Source: an optimization exercise on an open RTL-to-GDS flow (aim: small area). Production flows keep margins and buffers that such runs may drop.
Function was checked by simulation only, so behaviour that the tests miss may differ from the original.
No activity file was given, so power comes from the tool's default toggle rates.

==> inputs of 09-02 <==
==> flow/design.v <==
`timescale 1ns/1ns
module frame_deser (
  input  logic         adc_clk,
  input  logic         dcm_reset,
  input  logic [31:0]  adc_in,
  input  logic         adc_sync,
  input  logic         adc_overrange,
  output logic [133:0] frame,
  output logic         frame_valid
);
  localparam int STAGES = 5;
  logic [1:0] slot;
  logic       valid_s1;
  logic       valid_s2;
  always_ff @(posedge adc_clk) begin
    if (dcm_reset) begin
      slot     <= '0;   
      valid_s1 <= 1'b0;
      valid_s2 <= 1'b0;
    end else begin
      slot     <= slot + 1'b1;   
      valid_s1 <= (slot == 2'd3);
      valid_s2 <= valid_s1;
    end
  end
  assign frame_valid = valid_s2;
  logic [31:0] data [STAGES];
  logic        sync [STAGES];
  logic        ovr  [STAGES];
  always_ff @(posedge adc_clk) begin
    data[0] <= adc_in;
    sync[0] <= adc_sync;
    ovr[0]  <= adc_overrange;
    for (int i = 1; i < STAGES; i++) begin
      data[i] <= data[i-1];
      sync[i] <= sync[i-1];
      ovr[i]  <= ovr[i-1];
    end
  end
  always_comb begin
    for (int n = 0; n < 4; n++) begin
      frame[102 + 8*n +: 8] = data[4-n][31:24];
      frame[70  + 8*n +: 8] = data[4-n][23:16];
      frame[38  + 8*n +: 8] = data[4-n][15:8];
      frame[6   + 8*n +: 8] = data[4-n][7:0];
      frame[2 + n]          = sync[4-n];
    end
    frame[0] = ovr[4] | ovr[3];
    frame[1] = ovr[2] | ovr[1];
  end
endmodule
`timescale 1ns/1ns
module frame_fifo (
  input  logic         adc_clk,
  input  logic         dcm_reset,
  input  logic [133:0] frame,
  input  logic         frame_valid,
  output logic [133:0] out_frame,
  output logic         out_valid,
  input  logic         out_ready,
  output logic         overflow
);
  localparam int FRAME_W    = 134;
  localparam int FIFO_DEPTH = 8;   
  logic [FRAME_W-1:0] mem [FIFO_DEPTH];
  logic [2:0]         wr_ptr;
  logic [2:0]         rd_ptr;
  logic [3:0]         count;   
  logic full;
  logic wr_en;
  logic rd_en;
  assign full      = count[3];
  assign out_valid = (count != '0);
  assign rd_en     = out_valid & out_ready;
  assign wr_en     = frame_valid & (~full | rd_en);
  always_comb begin
    out_frame = '0;
    for (int k = 0; k < FIFO_DEPTH; k++) begin
      out_frame = out_frame | (mem[k] & {FRAME_W{rd_ptr == 3'(k)}});
    end
  end
  always_ff @(posedge adc_clk) begin
    for (int k = 0; k < FIFO_DEPTH; k++) begin
      if (wr_en && wr_ptr == 3'(k)) begin
        mem[k] <= frame;
      end
    end
  end
  always_ff @(posedge adc_clk) begin
    if (dcm_reset) begin
      wr_ptr <= '0;
      rd_ptr <= '0;
      count  <= '0;
    end else begin
      if (wr_en) wr_ptr <= wr_ptr + 1'b1;
      if (rd_en) rd_ptr <= rd_ptr + 1'b1;
      case ({wr_en, rd_en})
        2'b10:   count <= count + 1'b1;
        2'b01:   count <= count - 1'b1;
        default: count <= count;
      endcase
    end
  end
  always_ff @(posedge adc_clk) begin
    if (dcm_reset) begin
      overflow <= 1'b0;
    end else if (frame_valid & ~wr_en) begin
      overflow <= 1'b1;
    end
  end
endmodule
`timescale 1ns/1ns
module adc_capture_top #(
  parameter int EXTRA_REG = 1   
) (
  input  logic         adc_clk,
  input  logic         dcm_reset,
  input  logic [31:0]  adc_in,
  input  logic         adc_sync,
  input  logic         adc_overrange,
  output logic [133:0] out_frame,
  output logic         out_valid,
  input  logic         out_ready,
  output logic         overflow   
);
  logic [133:0] deser_frame;
  logic         deser_valid;   
  frame_deser u_frame_deser (
    .adc_clk       (adc_clk),
    .dcm_reset     (dcm_reset),
    .adc_in        (adc_in),
    .adc_sync      (adc_sync),
    .adc_overrange (adc_overrange),
    .frame         (deser_frame),
    .frame_valid   (deser_valid)
  );
  frame_fifo u_frame_fifo (
    .adc_clk     (adc_clk),
    .dcm_reset   (dcm_reset),
    .frame       (deser_frame),
    .frame_valid (deser_valid),
    .out_frame   (out_frame),
    .out_valid   (out_valid),
    .out_ready   (out_ready),
    .overflow    (overflow)
  );
endmodule
==> flow/run.sh <==
#!/bin/bash
# synth_recipe.tcl (not shown) runs the flow's synth.tcl, then flattens the netlist and writes it again
# the make line also repeats each setting of config.mk as NAME=value (left out here)
make -C /OpenROAD-flow-scripts/flow DESIGN_CONFIG=/design/flow/config.mk WORK_HOME=/design/flow/orfs CLKGATE_MAP_FILE= SYNTH_SCRIPT=/design/flow/synth_recipe.tcl finish
==> flow/config.mk <==
export PLATFORM = sky130hd
export DESIGN_NAME = adc_capture_top
export DESIGN_NICKNAME = adc_capture_top
export VERILOG_FILES = /design/flow/design.v
export SDC_FILE = /design/flow/constraint.sdc
export NUM_CORES = 4
export LEC_CHECK = 0
export CAP_MARGIN = 0
export CORE_MARGIN = 2
export CORE_UTILIZATION = 55
export CTS_BUF_LIST = sky130_fd_sc_hd__clkbuf_2 sky130_fd_sc_hd__clkbuf_4 sky130_fd_sc_hd__clkbuf_8
export SLEW_MARGIN = 0
==> flow/constraint.sdc <==
create_clock -name core_clock -period 5.0 [get_ports {adc_clk}]
set_input_delay 1.0000 -clock core_clock [delete_from_list [all_inputs] [get_ports {adc_clk}]]
set_output_delay 1.0000 -clock core_clock [all_outputs]
set_load 0.01 [all_outputs]
==> 02-12: changes against 09-02 <==
--- a/flow/design.v
+++ b/flow/design.v
@@ -65,5 +65,5 @@
   logic [FRAME_W-1:0] mem [FIFO_DEPTH];
   logic [2:0]         wr_ptr;
-  logic [2:0]         rd_ptr;
+  logic [FIFO_DEPTH-1:0] rd_sel;   
   logic [3:0]         count;   
   logic full;
@@ -77,5 +77,5 @@
     out_frame = '0;
     for (int k = 0; k < FIFO_DEPTH; k++) begin
-      out_frame = out_frame | (mem[k] & {FRAME_W{rd_ptr == 3'(k)}});
+      out_frame = out_frame | (mem[k] & {FRAME_W{rd_sel[k]}});
     end
   end
@@ -90,9 +90,9 @@
     if (dcm_reset) begin
       wr_ptr <= '0;
-      rd_ptr <= '0;
+      rd_sel <= FIFO_DEPTH'(1);
       count  <= '0;
     end else begin
       if (wr_en) wr_ptr <= wr_ptr + 1'b1;
-      if (rd_en) rd_ptr <= rd_ptr + 1'b1;
+      if (rd_en) rd_sel <= {rd_sel[FIFO_DEPTH-2:0], rd_sel[FIFO_DEPTH-1]};
       case ({wr_en, rd_en})
         2'b10:   count <= count + 1'b1;
==> flow/flow/run.sh (new file) <==
#!/bin/bash
# Own flow: the standard layout (standard.sh) with three changes.
#  1. Synthesis runs synth_recipe.tcl unchanged but with an area-oriented
#     ABC mapping script (flow/abc_area_map.script) in place of ORFS's
#     abc_speed.script; registers, their names and cell types are as in the
#     standard synthesis, only the combinational mapping differs.
#  2. Ports are buffered with sky130_fd_sc_hd__buf_1.
#  3. The clock tree uses larger sink clusters and no dummy loads.
# Each step writes its full output to its own log in the work folder.
set -o pipefail
mkdir -p scripts_area
for f in "$FLOW_HOME"/scripts/*; do ln -sf "$f" scripts_area/; done
rm -f scripts_area/abc_speed.script
cp flow/abc_area_map.script scripts_area/abc_speed.script
bash standard.sh SCRIPTS_DIR=$PWD/scripts_area synth > synth.log 2>&1 || exit 1
export BUFFER_PORTS_ARGS="-buffer_cell sky130_fd_sc_hd__buf_1"
export CTS_ARGS="-sink_clustering_enable -repair_clock_nets -dont_use_dummy_load -sink_clustering_size 20 -sink_clustering_max_diameter 60 -buf_list sky130_fd_sc_hd__clkbuf_8"
bash standard.sh floorplan > floorplan.log 2>&1 || exit 1
bash standard.sh place > place.log 2>&1 || exit 1
bash standard.sh cts > cts.log 2>&1 || exit 1
bash standard.sh route > route.log 2>&1 || exit 1
bash standard.sh finish > finish.log 2>&1 || exit 1
==> flow/flow/abc_area_map.script (new file) <==
strash
&get -n
&fraig -x
&put
scorr
dc2
strash
&get -n
&dch -f
&nf
&put
==> flow/standard.sh (new file) <==
#!/bin/bash
# synth_recipe.tcl (not shown) runs the flow's synth.tcl, then flattens the netlist and writes it again
# the make line also repeats each setting of config.mk as NAME=value (left out here)
make -C /OpenROAD-flow-scripts/flow DESIGN_CONFIG=/design/flow/config.mk WORK_HOME=/design/flow/orfs CLKGATE_MAP_FILE= SYNTH_SCRIPT=/design/flow/synth_recipe.tcl "${@:-finish}"
Settings changed: CAP_MARGIN 0 to 20, CORE_UTILIZATION 55 to 65, CTS_BUF_LIST sky130_fd_sc_hd__clkbuf_2 sky130_fd_sc_hd__clkbuf_4 sky130_fd_sc_hd__clkbuf_8 to default, SLEW_MARGIN 0 to 20.
removed: flow/run.sh
==> 10-22: changes against 09-02 <==
Settings changed: CAP_MARGIN 0 to 20, CORE_UTILIZATION 55 to 40, CTS_BUF_LIST sky130_fd_sc_hd__clkbuf_2 sky130_fd_sc_hd__clkbuf_4 sky130_fd_sc_hd__clkbuf_8 to default, SLEW_MARGIN 0 to 20.
==> results.rst <==
.. list-table::
   :header-rows: 1

   * - Metric
     - Value
   * - Clock Sinks
     - 1262
   * - Via count of the first global-routing pass
     - 20565
   * - Met1 Use GR
     - 38.8%
   * - Result of the run
     - complete, no violations
   * - Post-Syn Area
     - 40900 um2
   * - Count of standard-cell rows
     - 91
   * - Number of non-clock buffers in the layout
     - 216
The numbers above come from 02-12.

==> results.rst <==
.. list-table::
   :header-rows: 1

   * - Metric
     - Value
   * - Worst slew margin
     - 23.4%
   * - Met1 Use GR
     - 35.8%
   * - Most area-hungry cell class in the final design
     - flip-flops and latches
   * - Crit path launch type
     - flop
   * - Unrepaired setup endpoints after global routing
     - false
   * - Yosys warning count
     - 6
   * - Drt pass-1 iters
     - 7
   * - Number of non-clock buffers in the layout
     - 232
   * - Result of the run
     - complete, no violations
   * - Count of standard-cell rows
     - 102
   * - Via count of the first global-routing pass
     - 22951
   * - Clock Sinks
     - 1257
   * - Clock Pin Slew Worst Setup and Hold Paths
     - 0.07 ns
The numbers above come from 09-02.

==> results.rst <==
.. list-table::
   :header-rows: 1

   * - Metric
     - Value
   * - Fraction of layout cells with a size suffix above 1
     - 12.0%
   * - Number of non-clock buffers in the layout
     - 237
   * - Met1 Use GR
     - 26.1%
   * - Via count of the first global-routing pass
     - 22795
   * - Count of clock-net buffers in the final layout
     - 156
   * - Post-Syn Area
     - 42600 um2
   * - Count of standard-cell rows
     - 119
   * - Result of the run
     - complete, no violations
   * - Clock Sinks
     - 1257
   * - Switching portion of total power
     - 20.0%
The numbers above come from 10-22.

==> re-timing with driven ports <==
How much do the figures lean on ideal ports? The routed layouts below were timed once more, with nothing changed but the port constraints.
Step 1 (the two cells are an assumption about what drives the block):
set clk [get_ports {adc_clk}]
set_driving_cell -lib_cell sky130_fd_sc_hd__clkbuf_16 $clk
set_driving_cell -lib_cell sky130_fd_sc_hd__buf_2 [delete_from_list [all_inputs] $clk]
Step 2 times the ports against the registers' clock, not the clock port: input delays grow and output delays shrink by t, the midpoint of the rising clock arrivals with the driver on.
Three values: no drivers, after step 1, after step 2; two values: the first two.
| run | t (ns) | setup WS [ns] | clock arrival spread, ns | worst data-port slew with drivers (ns) |
|---|---|---|---|---|
| 09-02 | 0.884 | 0.140 / 0.077 / 0.961 | 0.045 / 0.044 | 0.04 |
| 02-12 | 0.740 | 1.196 / 1.137 / 1.547 | 0.035 / 0.035 | 0.04 |
| 10-22 | 0.758 | 0.233 / 0.166 / 0.924 | 0.026 / 0.026 | 0.04 |
After both steps setup and hold are still met in every run listed.
